What follows belongs to an exercise in optimizing a design on an open flow for small area; a production flow would make more cautious choices. Function not checked in this run: the RTL went through the layout flow alone.

### flow/run.sh
#!/bin/bash
# synth_recipe.tcl (not shown) runs the flow's synth.tcl, then flattens the netlist and writes it again
# the make line also repeats each setting of config.mk as NAME=value (left out here)
make -C /OpenROAD-flow-scripts/flow DESIGN_CONFIG=/design/flow/config.mk WORK_HOME=/design/flow/orfs CLKGATE_MAP_FILE= SYNTH_SCRIPT=/design/flow/synth_recipe.tcl finish
### flow/config.mk
export PLATFORM = sky130hd
export DESIGN_NAME = cnn_accel_top
export DESIGN_NICKNAME = cnn_accel_top
export VERILOG_FILES = /design/flow/design.v
export SDC_FILE = /design/flow/constraint.sdc
export NUM_CORES = 8
export LEC_CHECK = 0
export CAP_MARGIN = 20
export CORE_MARGIN = 2
export CORE_UTILIZATION = 40
export SLEW_MARGIN = 20
### flow/constraint.sdc
create_clock -name core_clock -period 10.0 [get_ports {clk}]
set_input_delay 2.0000 -clock core_clock [delete_from_list [all_inputs] [get_ports {clk}]]
set_output_delay 2.0000 -clock core_clock [all_outputs]
set_load 0.01 [all_outputs]
### flow/design.v
`timescale 1ns/1ps
`default_nettype none
package cnn_pkg;
	localparam int PIX_BITS  = 8;
	localparam int W_BITS    = 8;
	localparam int ACC_BITS  = 20;
	localparam int BIAS_BITS = 16;
	localparam int MAX_W     = 16;
	localparam int MAX_H     = 16;
	localparam int DIM_BITS  = 5;
	localparam int FRAME_MAX = MAX_W * MAX_H;
	localparam int IDX_BITS  = 8;
	localparam int DEF_DIM   = 8;
	localparam int N_TAPS = 9;
	localparam int REG_IDX_BITS = 4;
	localparam logic [1:0] HTRANS_NONSEQ = 2'b10;
	localparam logic [1:0] HTRANS_SEQ    = 2'b11;
	typedef logic        [PIX_BITS-1:0] pix_t;
	typedef logic signed [W_BITS-1:0]   weight_t;
	typedef logic signed [ACC_BITS-1:0] acc_t;
	typedef logic        [DIM_BITS-1:0] dim_t;
	typedef logic        [IDX_BITS-1:0] idx_t;
	typedef enum logic [REG_IDX_BITS-1:0] {
		REG_WIDTH_HEIGHT = 4'd1,
		REG_LAYER_CONFIG = 4'd4,
		REG_INPUT_IMAGE  = 4'd5,
		REG_LAYER_START  = 4'd8,
		REG_LAYER_DONE   = 4'd9,
		REG_BIAS         = 4'd10,
		REG_WEIGHTS0     = 4'd11,
		REG_WEIGHTS1     = 4'd12,
		REG_WEIGHTS2     = 4'd13
	} reg_addr_e;
	typedef enum logic {ACT_RELU = 1'b0, ACT_LINEAR = 1'b1} act_e;
	typedef enum logic {SEQ_IDLE = 1'b0, SEQ_RUN = 1'b1} seq_state_e;
endpackage
`default_nettype wire
`timescale 1ns/1ps
`default_nettype none
module cnn_reg_bank (
	input  wire                                   clk,
	input  wire                                   rstn,
	input  wire                                   sl_hsel_i,
	input  wire                                   sl_hready_i,
	input  wire         [1:0]                     sl_htrans_i,
	input  wire                                   sl_hwrite_i,
	input  wire         [31:0]                    sl_haddr_i,
	input  wire         [31:0]                    sl_hwdata_i,
	input  wire                                   done_i,
	output logic        [31:0]                    sl_hrdata_o,
	output logic                                  img_we_o,
	output cnn_pkg::idx_t                         img_addr_o,
	output cnn_pkg::pix_t                         img_data_o,
	output logic                                  start_o,
	output cnn_pkg::dim_t                         width_o,
	output cnn_pkg::dim_t                         height_o,
	output cnn_pkg::act_e                         act_o,
	output logic        [2:0]                     act_shift_o,
	output logic signed [cnn_pkg::BIAS_BITS-1:0]  bias_o,
	output logic [cnn_pkg::N_TAPS-1:0][cnn_pkg::W_BITS-1:0] weights_o
);
	cnn_pkg::reg_addr_e reg_sel_q;
	cnn_pkg::idx_t      pix_idx_q;
	logic      wr_q;
	logic      xfer;
	logic      done_q;
	assign xfer = sl_hsel_i && sl_hready_i &&
		(sl_htrans_i == cnn_pkg::HTRANS_NONSEQ || sl_htrans_i == cnn_pkg::HTRANS_SEQ);
	always_ff @(posedge clk or negedge rstn) begin
		if (!rstn) begin
			reg_sel_q <= cnn_pkg::REG_WIDTH_HEIGHT;
			pix_idx_q <= '0;
			wr_q      <= 1'b0;
		end else if (xfer) begin
			reg_sel_q <= cnn_pkg::reg_addr_e'(sl_haddr_i[2 +: cnn_pkg::REG_IDX_BITS]);
			pix_idx_q <= sl_haddr_i[6 +: cnn_pkg::IDX_BITS];
			wr_q      <= sl_hwrite_i;
		end else begin
			wr_q <= 1'b0;
		end
	end
	always_ff @(posedge clk or negedge rstn) begin
		if (!rstn) begin
			width_o     <= cnn_pkg::dim_t'(cnn_pkg::DEF_DIM);
			height_o    <= cnn_pkg::dim_t'(cnn_pkg::DEF_DIM);
			act_o       <= cnn_pkg::ACT_RELU;
			act_shift_o <= '0;
			bias_o      <= '0;
			for (int k = 0; k < cnn_pkg::N_TAPS; k++) begin
				weights_o[k] <= '0;
			end
		end else if (wr_q) begin
			case (reg_sel_q)
				cnn_pkg::REG_WIDTH_HEIGHT: begin
					width_o  <= sl_hwdata_i[0 +: cnn_pkg::DIM_BITS];
					height_o <= sl_hwdata_i[16 +: cnn_pkg::DIM_BITS];
				end
				cnn_pkg::REG_LAYER_CONFIG: begin
					act_o       <= cnn_pkg::act_e'(sl_hwdata_i[3]);
					act_shift_o <= sl_hwdata_i[15:13];
				end
				cnn_pkg::REG_BIAS: bias_o <= sl_hwdata_i[cnn_pkg::BIAS_BITS-1:0];
				cnn_pkg::REG_WEIGHTS0: begin
					for (int k = 0; k < 4; k++) begin
						weights_o[k] <= sl_hwdata_i[8*k +: cnn_pkg::W_BITS];
					end
				end
				cnn_pkg::REG_WEIGHTS1: begin
					for (int k = 0; k < 4; k++) begin
						weights_o[4+k] <= sl_hwdata_i[8*k +: cnn_pkg::W_BITS];
					end
				end
				cnn_pkg::REG_WEIGHTS2: weights_o[8] <= sl_hwdata_i[cnn_pkg::W_BITS-1:0];
				default: ;
			endcase
		end
	end
	assign start_o    = wr_q && (reg_sel_q == cnn_pkg::REG_LAYER_START) && sl_hwdata_i[0];
	assign img_we_o   = wr_q && (reg_sel_q == cnn_pkg::REG_INPUT_IMAGE);
	assign img_addr_o = pix_idx_q;
	assign img_data_o = sl_hwdata_i[cnn_pkg::PIX_BITS-1:0];
	always_ff @(posedge clk or negedge rstn) begin
		if (!rstn) begin
			done_q <= 1'b0;
		end else if (start_o) begin
			done_q <= 1'b0;
		end else if (done_i) begin
			done_q <= 1'b1;
		end
	end
	always_comb begin
		case (reg_sel_q)
			cnn_pkg::REG_WIDTH_HEIGHT: sl_hrdata_o = {11'd0, height_o, 11'd0, width_o};
			cnn_pkg::REG_LAYER_CONFIG: sl_hrdata_o = {16'd0, act_shift_o, 9'd0, act_o, 3'd0};
			cnn_pkg::REG_LAYER_DONE:   sl_hrdata_o = {31'd0, done_q};
			cnn_pkg::REG_BIAS:         sl_hrdata_o = {16'd0, bias_o};
			cnn_pkg::REG_WEIGHTS0:     sl_hrdata_o = {weights_o[3], weights_o[2], weights_o[1], weights_o[0]};
			cnn_pkg::REG_WEIGHTS1:     sl_hrdata_o = {weights_o[7], weights_o[6], weights_o[5], weights_o[4]};
			cnn_pkg::REG_WEIGHTS2:     sl_hrdata_o = {24'd0, weights_o[8]};
			default:          sl_hrdata_o = 32'd0;
		endcase
	end
endmodule
`default_nettype wire
`timescale 1ns/1ps
`default_nettype none
module frame_sequencer (
	input  wire                clk,
	input  wire                rstn,
	input  wire                start_i,
	input  wire cnn_pkg::dim_t width_i,
	input  wire cnn_pkg::dim_t height_i,
	output logic               pos_vld_o,
	output cnn_pkg::dim_t      row_o,
	output cnn_pkg::dim_t      col_o,
	output logic               last_o
);
	cnn_pkg::seq_state_e state_q;
	cnn_pkg::dim_t       w_q;
	cnn_pkg::dim_t       h_q;
	cnn_pkg::dim_t       row_cnt;
	cnn_pkg::dim_t       col_cnt;
	logic       at_eol;
	logic       at_eof;
	assign at_eol = (col_cnt == w_q - cnn_pkg::dim_t'(1));
	assign at_eof = at_eol && (row_cnt == h_q - cnn_pkg::dim_t'(1));
	always_ff @(posedge clk or negedge rstn) begin
		if (!rstn) begin
			state_q <= cnn_pkg::SEQ_IDLE;
			w_q     <= '0;
			h_q     <= '0;
			row_cnt <= '0;
			col_cnt <= '0;
		end else begin
			case (state_q)
				cnn_pkg::SEQ_IDLE: begin
					if (start_i) begin
						state_q <= cnn_pkg::SEQ_RUN;
						w_q     <= width_i;
						h_q     <= height_i;
						row_cnt <= '0;
						col_cnt <= '0;
					end
				end
				cnn_pkg::SEQ_RUN: begin
					if (at_eol) begin
						col_cnt <= '0;
						row_cnt <= row_cnt + cnn_pkg::dim_t'(1);
					end else begin
						col_cnt <= col_cnt + cnn_pkg::dim_t'(1);
					end
					if (at_eof) begin
						state_q <= cnn_pkg::SEQ_IDLE;
					end
				end
				default: state_q <= cnn_pkg::SEQ_IDLE;
			endcase
		end
	end
	always_ff @(posedge clk or negedge rstn) begin
		if (!rstn) begin
			pos_vld_o <= 1'b0;
			last_o    <= 1'b0;
		end else begin
			pos_vld_o <= (state_q == cnn_pkg::SEQ_RUN);
			last_o    <= (state_q == cnn_pkg::SEQ_RUN) && at_eof;
		end
	end
	always_ff @(posedge clk) begin
		row_o <= row_cnt;
		col_o <= col_cnt;
	end
endmodule
`default_nettype wire
`timescale 1ns/1ps
`default_nettype none
module window_fetch (
	input  wire                clk,
	input  wire                rstn,
	input  wire                img_we_i,
	input  wire cnn_pkg::idx_t img_addr_i,
	input  wire cnn_pkg::pix_t img_data_i,
	input  wire cnn_pkg::dim_t width_i,
	input  wire cnn_pkg::dim_t height_i,
	input  wire                pos_vld_i,
	input  wire cnn_pkg::dim_t row_i,
	input  wire cnn_pkg::dim_t col_i,
	input  wire                last_i,
	output logic               win_vld_o,
	output logic               win_last_o,
	output logic [cnn_pkg::N_TAPS-1:0][cnn_pkg::PIX_BITS-1:0] taps_o
);
	cnn_pkg::pix_t img_mem [cnn_pkg::FRAME_MAX];
	logic first_row;
	logic last_row;
	logic first_col;
	logic last_col;
	cnn_pkg::idx_t center;
	logic [2:0][cnn_pkg::IDX_BITS-1:0] row_base;
	logic [2:0] row_ok;
	logic [2:0] col_ok;
	logic [cnn_pkg::N_TAPS-1:0][cnn_pkg::IDX_BITS-1:0] nbr_idx;
	logic [cnn_pkg::N_TAPS-1:0] nbr_ok;
	always_ff @(posedge clk) begin
		if (img_we_i) begin
			img_mem[img_addr_i] <= img_data_i;
		end
	end
	assign first_row = (row_i == '0);
	assign last_row  = (row_i == height_i - cnn_pkg::dim_t'(1));
	assign first_col = (col_i == '0);
	assign last_col  = (col_i == width_i - cnn_pkg::dim_t'(1));
	assign center = cnn_pkg::idx_t'(row_i) * cnn_pkg::idx_t'(width_i) + cnn_pkg::idx_t'(col_i);
	always_comb begin
		row_base[0] = center - cnn_pkg::idx_t'(width_i);
		row_base[1] = center;
		row_base[2] = center + cnn_pkg::idx_t'(width_i);
		row_ok[0]   = !first_row;
		row_ok[1]   = 1'b1;
		row_ok[2]   = !last_row;
		col_ok[0]   = !first_col;
		col_ok[1]   = 1'b1;
		col_ok[2]   = !last_col;
		for (int k = 0; k < cnn_pkg::N_TAPS; k++) begin
			nbr_idx[k] = row_base[k / 3] + cnn_pkg::idx_t'(k % 3) - cnn_pkg::idx_t'(1);
			nbr_ok[k]  = row_ok[k / 3] && col_ok[k % 3];
		end
	end
	always_ff @(posedge clk or negedge rstn) begin
		if (!rstn) begin
			win_vld_o  <= 1'b0;
			win_last_o <= 1'b0;
		end else begin
			win_vld_o  <= pos_vld_i;
			win_last_o <= pos_vld_i && last_i;
		end
	end
	always_ff @(posedge clk) begin
		for (int k = 0; k < cnn_pkg::N_TAPS; k++) begin
			taps_o[k] <= nbr_ok[k] ? img_mem[nbr_idx[k]] : '0;
		end
	end
endmodule
`default_nettype wire
`timescale 1ns/1ps
`default_nettype none
module mac_array (
	input  wire                   clk,
	input  wire                   rstn,
	input  wire                   win_vld_i,
	input  wire                   win_last_i,
	input  wire [cnn_pkg::N_TAPS-1:0][cnn_pkg::PIX_BITS-1:0] taps_i,
	input  wire [cnn_pkg::N_TAPS-1:0][cnn_pkg::W_BITS-1:0]   weights_i,
	output logic                  acc_vld_o,
	output logic                  acc_last_o,
	output cnn_pkg::acc_t         acc_o
);
	logic [cnn_pkg::N_TAPS-1:0][cnn_pkg::PIX_BITS+cnn_pkg::W_BITS:0] prod_q;
	logic                            prod_vld_q;
	logic                            prod_last_q;
	cnn_pkg::acc_t                            sum;
	always_ff @(posedge clk) begin
		for (int k = 0; k < cnn_pkg::N_TAPS; k++) begin
			prod_q[k] <= $signed({1'b0, taps_i[k]}) * $signed(weights_i[k]);
		end
	end
	always_comb begin
		sum = '0;
		for (int k = 0; k < cnn_pkg::N_TAPS; k++) begin
			sum = sum + cnn_pkg::acc_t'($signed(prod_q[k]));
		end
	end
	always_ff @(posedge clk) begin
		acc_o <= sum;
	end
	always_ff @(posedge clk or negedge rstn) begin
		if (!rstn) begin
			prod_vld_q  <= 1'b0;
			prod_last_q <= 1'b0;
			acc_vld_o   <= 1'b0;
			acc_last_o  <= 1'b0;
		end else begin
			prod_vld_q  <= win_vld_i;
			prod_last_q <= win_vld_i && win_last_i;
			acc_vld_o   <= prod_vld_q;
			acc_last_o  <= prod_last_q;
		end
	end
endmodule
`default_nettype wire
`timescale 1ns/1ps
`default_nettype none
module post_proc (
	input  wire                                  clk,
	input  wire                                  rstn,
	input  wire                                  acc_vld_i,
	input  wire                                  acc_last_i,
	input  wire cnn_pkg::acc_t                   acc_i,
	input  wire signed [cnn_pkg::BIAS_BITS-1:0]  bias_i,
	input  wire cnn_pkg::act_e                   act_i,
	input  wire        [2:0]                     act_shift_i,
	output logic                                 out_valid_o,
	output cnn_pkg::pix_t                        out_pixel_o,
	output logic                                 done_o
);
	logic signed [cnn_pkg::ACC_BITS:0] biased;
	logic signed [cnn_pkg::ACC_BITS:0] shifted;
	cnn_pkg::pix_t                     pix_next;
	always_comb begin
		biased  = {acc_i[cnn_pkg::ACC_BITS-1], acc_i} +
			{{(cnn_pkg::ACC_BITS+1-cnn_pkg::BIAS_BITS){bias_i[cnn_pkg::BIAS_BITS-1]}}, bias_i};
		shifted = biased >>> act_shift_i;
		if (act_i == cnn_pkg::ACT_RELU) begin
			if (shifted < 0) begin
				pix_next = '0;
			end else if (shifted > 255) begin
				pix_next = 8'hff;
			end else begin
				pix_next = shifted[cnn_pkg::PIX_BITS-1:0];
			end
		end else begin
			if (shifted < -128) begin
				pix_next = 8'h80;
			end else if (shifted > 127) begin
				pix_next = 8'h7f;
			end else begin
				pix_next = shifted[cnn_pkg::PIX_BITS-1:0];
			end
		end
	end
	always_ff @(posedge clk) begin
		out_pixel_o <= pix_next;
	end
	always_ff @(posedge clk or negedge rstn) begin
		if (!rstn) begin
			out_valid_o <= 1'b0;
			done_o      <= 1'b0;
		end else begin
			out_valid_o <= acc_vld_i;
			done_o      <= acc_vld_i && acc_last_i;
		end
	end
endmodule
`default_nettype wire
`timescale 1ns/1ps
`default_nettype none
module cnn_accel_top (
	input  wire                clk,
	input  wire                rstn,
	input  wire                sl_hsel_i,
	input  wire                sl_hready_i,
	input  wire         [1:0]  sl_htrans_i,
	input  wire                sl_hwrite_i,
	input  wire         [31:0] sl_haddr_i,
	input  wire         [31:0] sl_hwdata_i,
	output logic        [31:0] sl_hrdata_o,
	output cnn_pkg::pix_t      out_pixel_o,
	output logic               out_valid_o
);
	logic                  img_we;
	cnn_pkg::idx_t                  img_addr;
	cnn_pkg::pix_t                  img_data;
	logic                  start;
	cnn_pkg::dim_t                  width;
	cnn_pkg::dim_t                  height;
	cnn_pkg::act_e                  act;
	logic [2:0]            act_shift;
	logic signed [cnn_pkg::BIAS_BITS-1:0] bias;
	logic [cnn_pkg::N_TAPS-1:0][cnn_pkg::W_BITS-1:0] weights;
	logic                  pos_vld;
	cnn_pkg::dim_t                  row;
	cnn_pkg::dim_t                  col;
	logic                  pos_last;
	logic                  win_vld;
	logic                  win_last;
	logic [cnn_pkg::N_TAPS-1:0][cnn_pkg::PIX_BITS-1:0] taps;
	logic                  acc_vld;
	logic                  acc_last;
	cnn_pkg::acc_t                  acc;
	logic                  done;
	cnn_reg_bank u_reg_bank (
		.clk         (clk),
		.rstn        (rstn),
		.sl_hsel_i   (sl_hsel_i),
		.sl_hready_i (sl_hready_i),
		.sl_htrans_i (sl_htrans_i),
		.sl_hwrite_i (sl_hwrite_i),
		.sl_haddr_i  (sl_haddr_i),
		.sl_hwdata_i (sl_hwdata_i),
		.done_i      (done),
		.sl_hrdata_o (sl_hrdata_o),
		.img_we_o    (img_we),
		.img_addr_o  (img_addr),
		.img_data_o  (img_data),
		.start_o     (start),
		.width_o     (width),
		.height_o    (height),
		.act_o       (act),
		.act_shift_o (act_shift),
		.bias_o      (bias),
		.weights_o   (weights)
	);
	frame_sequencer u_seq (
		.clk       (clk),
		.rstn      (rstn),
		.start_i   (start),
		.width_i   (width),
		.height_i  (height),
		.pos_vld_o (pos_vld),
		.row_o     (row),
		.col_o     (col),
		.last_o    (pos_last)
	);
	window_fetch u_win (
		.clk        (clk),
		.rstn       (rstn),
		.img_we_i   (img_we),
		.img_addr_i (img_addr),
		.img_data_i (img_data),
		.width_i    (width),
		.height_i   (height),
		.pos_vld_i  (pos_vld),
		.row_i      (row),
		.col_i      (col),
		.last_i     (pos_last),
		.win_vld_o  (win_vld),
		.win_last_o (win_last),
		.taps_o     (taps)
	);
	mac_array u_mac (
		.clk        (clk),
		.rstn       (rstn),
		.win_vld_i  (win_vld),
		.win_last_i (win_last),
		.taps_i     (taps),
		.weights_i  (weights),
		.acc_vld_o  (acc_vld),
		.acc_last_o (acc_last),
		.acc_o      (acc)
	);
	post_proc u_post (
		.clk         (clk),
		.rstn        (rstn),
		.acc_vld_i   (acc_vld),
		.acc_last_i  (acc_last),
		.acc_i       (acc),
		.bias_i      (bias),
		.act_i       (act),
		.act_shift_i (act_shift),
		.out_valid_o (out_valid_o),
		.out_pixel_o (out_pixel_o),
		.done_o      (done)
	);
endmodule
`default_nettype wire
==> results.txt <==
* status: timing/DRC/antenna clean
* ratio of routed vias to standard cells: 7.55
* post-detailed-placement half-perimeter wirelength: 693,000 µm
* Slew @ Worst Pin: 1.46 ns
* synthesis-stage register bit count: 2,458
* total CTS buffers: 304
* number of setup buffers added after CTS: 0
* largest family of logic cells by synthesized area: multiplexers
* nature of the critical path startpoint: flop
* final core utilization: 44.2%
* Post-synth EDFFs: 2,048
* Hold Path Class: reg -> reg
* count of unique library cells instantiated by Yosys: 90
* worst slew slack as a fraction of its limit: 2.10%
* number of rows in the core area: 276
* area enclosed by the die boundary: 0.574 mm²
* count of boundary I/O pins: 112
* clock-pin slew on the worst setup and hold paths: 0.06 ns
* Root Buffer Master: sky130_fd_sc_hd__clkbuf_16
* quantity of gates resized following cts: 0
* Mapped Area: 0.227 mm²
* Final Slew Violations: 0
* count of routing violations after the opening detailed-route iteration: 30,700
* adder-cell share of the synthesized area: 6.68%
* pin count of the biggest net entering global routing: 154
* TNS Setup: 0 ns
* Final Worst Setup Slack: 0.351 ns
* Finish-stage setup viols: 0
* number of search-and-repair iterations in the first detailed-routing pass: 6
* via count of the first global-routing pass: 163,000
* required time of the critical path: 10.61 ns
* Setup CP Type: reg -> reg
* first-pass GRT wire length: 1,380,000 µm
* fillcell total: 49,900
* remaining global-route overflow: 0
* WL/cell: 44.1 µm
* Ys Warns: 5
* number of routed nets with antenna violations: 0
* crit path capture type: flop
* placed cells: 22,200
* count of non-filler cells in the finished layout: 22,800
* Synth async-reset ratio: 5.98%
* multi-input combinational cell area: 0.150 mm²
* worst-skew pair later-pin latency: 1.09 ns
* proportion of layout cells with a drive suffix above 1: 39.3%
* CTS tree: done
* final hold vios: 0
* die height: 758 µm
* RSZ-0062 raised after global routing: false
* count of H-tree levels built during CTS: 5
* storage element area: 0.0704 mm²
* complex-gate fraction of the synthesized area: 3.91%
* CORE AREA: 0.565 mm²
* All-Layer GR Usage: 34.5%
* final clock period utilization by the worst path: 96.5%
* post-synthesis share of cell area spent on xor and xnor gates: 0.900%
* gate count after technology mapping: 15,500
* worst slack at placement: 1.02 ns
* mean instance size in the synthesized netlist: 14.7 µm²
* net count of the finished layout: 16,000
* CTS Sinks: 2,458
* Max FO, Critical Path: 70
* fraction of the yosys area taken by sequential cells: 31.0%
* count of buffers inserted at the top-level ports: 90
* quantity of hold-fixing buffers added after cts: 0
* upper clock frequency limit: 0.104 GHz
* maximum buffer depth of the clock tree: 4
* initial antenna violation count: 104
* total cell area at the placement stage: 0.239 mm²
* summed area of non-filler cells in the final layout: 0.250 mm²
* Synthesized Nets: 16,500
* layout overhead on the synthesized area: 9.97%
* minimum period implied by the final worst setup slack: 9.65 ns
* WHS: 0.349 ns
* simple-gate portion of the synthesized area: 5.60%
* number of vias after detailed routing: 172,000
* final worst clock skew: 0.108 ns
* dominant register cell in the synthesized netlist: sky130_fd_sc_hd__edfxtp_1
* mux share of post-synthesis cell area: 48.1%
* # Max-Cap Violations: 0
* post-route DRC violation count: 0
* initial core utilization: 40.2%
* RePlAce Congestion: 1.08
* wire length reported by the detailed router: 1,010,000 µm
* Worst Path Arrival: 10.26 ns
* Die Wd: 758 µm
-- final timing paths --
path                                            start                        to  slack, ns  cells past startpoint
worst max-delay path            u_reg_bank.width_o[0]          u_win.taps_o[56]       0.35                     22
worst min-delay path                 u_mac.prod_vld_q           u_mac.acc_vld_o       0.35                      0
worst max register to register  u_reg_bank.width_o[0]          u_win.taps_o[56]       0.35                     22
worst min register to register       u_mac.prod_vld_q           u_mac.acc_vld_o       0.35                      0
max in group asynchronous                        rstn   u_reg_bank.pix_idx_q[2]       7.03                      3
min in group asynchronous                        rstn  u_reg_bank.weights_o[26]       0.87                      1
-- sequential cells by signal (all words and copies together), names as in the netlist, 8 cells and up --
name	cells
u_reg_bank.bias_o	16
u_reg_bank.weights_o	72
u_mac.acc_o	20
u_post.out_pixel_o	8
u_win.img_mem	2048
u_reg_bank.pix_idx_q	8
u_win.taps_o	72
u_mac.prod_q	153
-- Yosys cell counts (29+ instances only) --
master / count / share of area [%]
sky130_fd_sc_hd__o22ai_1: 99 / 0.27
sky130_fd_sc_hd__o21ai_0: 195 / 0.43
sky130_fd_sc_hd__a211oi_1: 332 / 1.1
sky130_fd_sc_hd__o211ai_1: 29 / 0.096
sky130_fd_sc_hd__edfxtp_1: 2048 / 27
sky130_fd_sc_hd__mux2_2: 326 / 1.6
sky130_fd_sc_hd__nor2_1: 575 / 0.95
sky130_fd_sc_hd__a21oi_1: 180 / 0.40
sky130_fd_sc_hd__and2_1: 554 / 1.5
sky130_fd_sc_hd__ha_1: 481 / 2.6
sky130_fd_sc_hd__nor4_1: 29 / 0.080
sky130_fd_sc_hd__clkbuf_1: 872 / 1.4
sky130_fd_sc_hd__inv_1: 721 / 1.2
sky130_fd_sc_hd__nand3_1: 90 / 0.20
sky130_fd_sc_hd__xnor2_1: 169 / 0.65
sky130_fd_sc_hd__a31oi_1: 228 / 0.63
sky130_fd_sc_hd__a21boi_0: 39 / 0.13
sky130_fd_sc_hd__nand2b_1: 74 / 0.20
sky130_fd_sc_hd__nor3_1: 149 / 0.33
sky130_fd_sc_hd__dfrtp_1: 144 / 1.6
sky130_fd_sc_hd__fa_1: 457 / 4.0
sky130_fd_sc_hd__buf_1: 288 / 0.48
sky130_fd_sc_hd__buf_2: 285 / 0.63
sky130_fd_sc_hd__mux2i_1: 1122 / 4.9
sky130_fd_sc_hd__and3_1: 30 / 0.083
sky130_fd_sc_hd__nand2_1: 1037 / 1.7
sky130_fd_sc_hd__nor2b_1: 82 / 0.23
sky130_fd_sc_hd__mux4_2: 4193 / 42
sky130_fd_sc_hd__dfxtp_1: 263 / 2.3
-- layout make-up --
type                       count  area share (%)
multi-input combinational  10800            60.0
clock inverter               192           0.925
clock buffer                 362            3.26
sequential                  2458            28.2
inverter                     725            1.10
tap                         7506            3.76
antenna                       93          0.0931
timing repair buffer         660            2.68
-- critical path, stage by stage (launching register included) --
cell and delay [ns]:
sky130_fd_sc_hd__dfrtp_1 0.59, sky130_fd_sc_hd__buf_4 0.26, sky130_fd_sc_hd__nand2_1 0.09, sky130_fd_sc_hd__fa_1 0.51, sky130_fd_sc_hd__inv_1 0.04, sky130_fd_sc_hd__ha_1 0.30
sky130_fd_sc_hd__fa_1 0.52, sky130_fd_sc_hd__inv_1 0.06, sky130_fd_sc_hd__fa_4 1.13, sky130_fd_sc_hd__inv_1 0.24, sky130_fd_sc_hd__ha_1 0.60, sky130_fd_sc_hd__o21ai_0 0.33
sky130_fd_sc_hd__nand2_4 0.47, sky130_fd_sc_hd__buf_12 0.46, sky130_fd_sc_hd__buf_4 0.37, sky130_fd_sc_hd__mux4_2 0.34, sky130_fd_sc_hd__mux2i_1 0.17, sky130_fd_sc_hd__a32o_1 0.26
sky130_fd_sc_hd__nor3_1 0.08, sky130_fd_sc_hd__buf_4 0.20, sky130_fd_sc_hd__a2111oi_2 1.03, sky130_fd_sc_hd__buf_4 0.27, sky130_fd_sc_hd__nand4b_1 0.74
-- kinds of logic after synthesis --
family / count (synthesis)
muxes: 5641
DFF: 2458
and+or+nand+nor: 2716
adders and majority gates: 938
buffers and inverters: 2182
xor gates and xnor gates: 214
AOI/OAI and AO/OA: 1324
-- metal layers --
layer	vias to the layer above	part of all wire, %	track usage (%)
li1	63300	-	-
met1	89400	32	41.1
met2	16000	41	47.5
met3	3415	17	17.4
met4	96	9.5	25.9
met5	-	0.097	0.584
-- layout by cell type (no fill, tap or decap), types with 29 or more instances in the layout --
cell,instances
sky130_fd_sc_hd__mux4_2,4193
sky130_fd_sc_hd__edfxtp_1,2048
sky130_fd_sc_hd__mux2i_1,1122
sky130_fd_sc_hd__nand2_1,1022
sky130_fd_sc_hd__inv_1,721
sky130_fd_sc_hd__and2_1,554
sky130_fd_sc_hd__ha_1,473
sky130_fd_sc_hd__fa_1,454
sky130_fd_sc_hd__buf_4,448
sky130_fd_sc_hd__nor2_1,344
sky130_fd_sc_hd__a211oi_1,326
sky130_fd_sc_hd__mux2_2,326
sky130_fd_sc_hd__clkbuf_16,315
sky130_fd_sc_hd__dfxtp_1,263
sky130_fd_sc_hd__a31oi_1,211
sky130_fd_sc_hd__nor2_2,200
sky130_fd_sc_hd__o21ai_0,183
sky130_fd_sc_hd__a21oi_1,178
sky130_fd_sc_hd__dfrtp_1,144
sky130_fd_sc_hd__xnor2_1,141
sky130_fd_sc_hd__nor3_1,135
sky130_fd_sc_hd__buf_12,109
sky130_fd_sc_hd__o22ai_1,97
sky130_fd_sc_hd__diode_2,93
sky130_fd_sc_hd__nand3_1,83
sky130_fd_sc_hd__nor2b_1,81
sky130_fd_sc_hd__clkdlybuf4s50_1,81
sky130_fd_sc_hd__nand2b_1,74
sky130_fd_sc_hd__bufinv_16,40
sky130_fd_sc_hd__a21boi_0,39
sky130_fd_sc_hd__clkbuf_1,39
sky130_fd_sc_hd__clkinv_2,39
sky130_fd_sc_hd__clkinv_1,38
sky130_fd_sc_hd__nor2_4,34
sky130_fd_sc_hd__clkinvlp_4,33
sky130_fd_sc_hd__and3_1,30
sky130_fd_sc_hd__o211ai_1,29

## afterwards: timing with drivers on the ports
The results above use ideal ports. As a check the final layout listed here was re-extracted and re-timed, cells and wires unchanged. Step 1 assumes that a clkbuf_16 drives the clock port and a buf_2 every other input. Step 2 also shifts input and output timing later by t, the mid clock arrival at the registers, as if the neighbouring blocks saw the same clock. a / b / c = no drivers / after step 1 / after step 2; a / b = the first two.
t, ns: 1.168
slack for setup (ns): 0.351 / 0.351 / 0.351
latest minus earliest clock arrival (ns): 0.123 / 0.123
After both steps setup and hold are still met in this run. For this run, drivers alone change the setup slack by 0.000 ns; drivers and shift together by 0.000 ns.
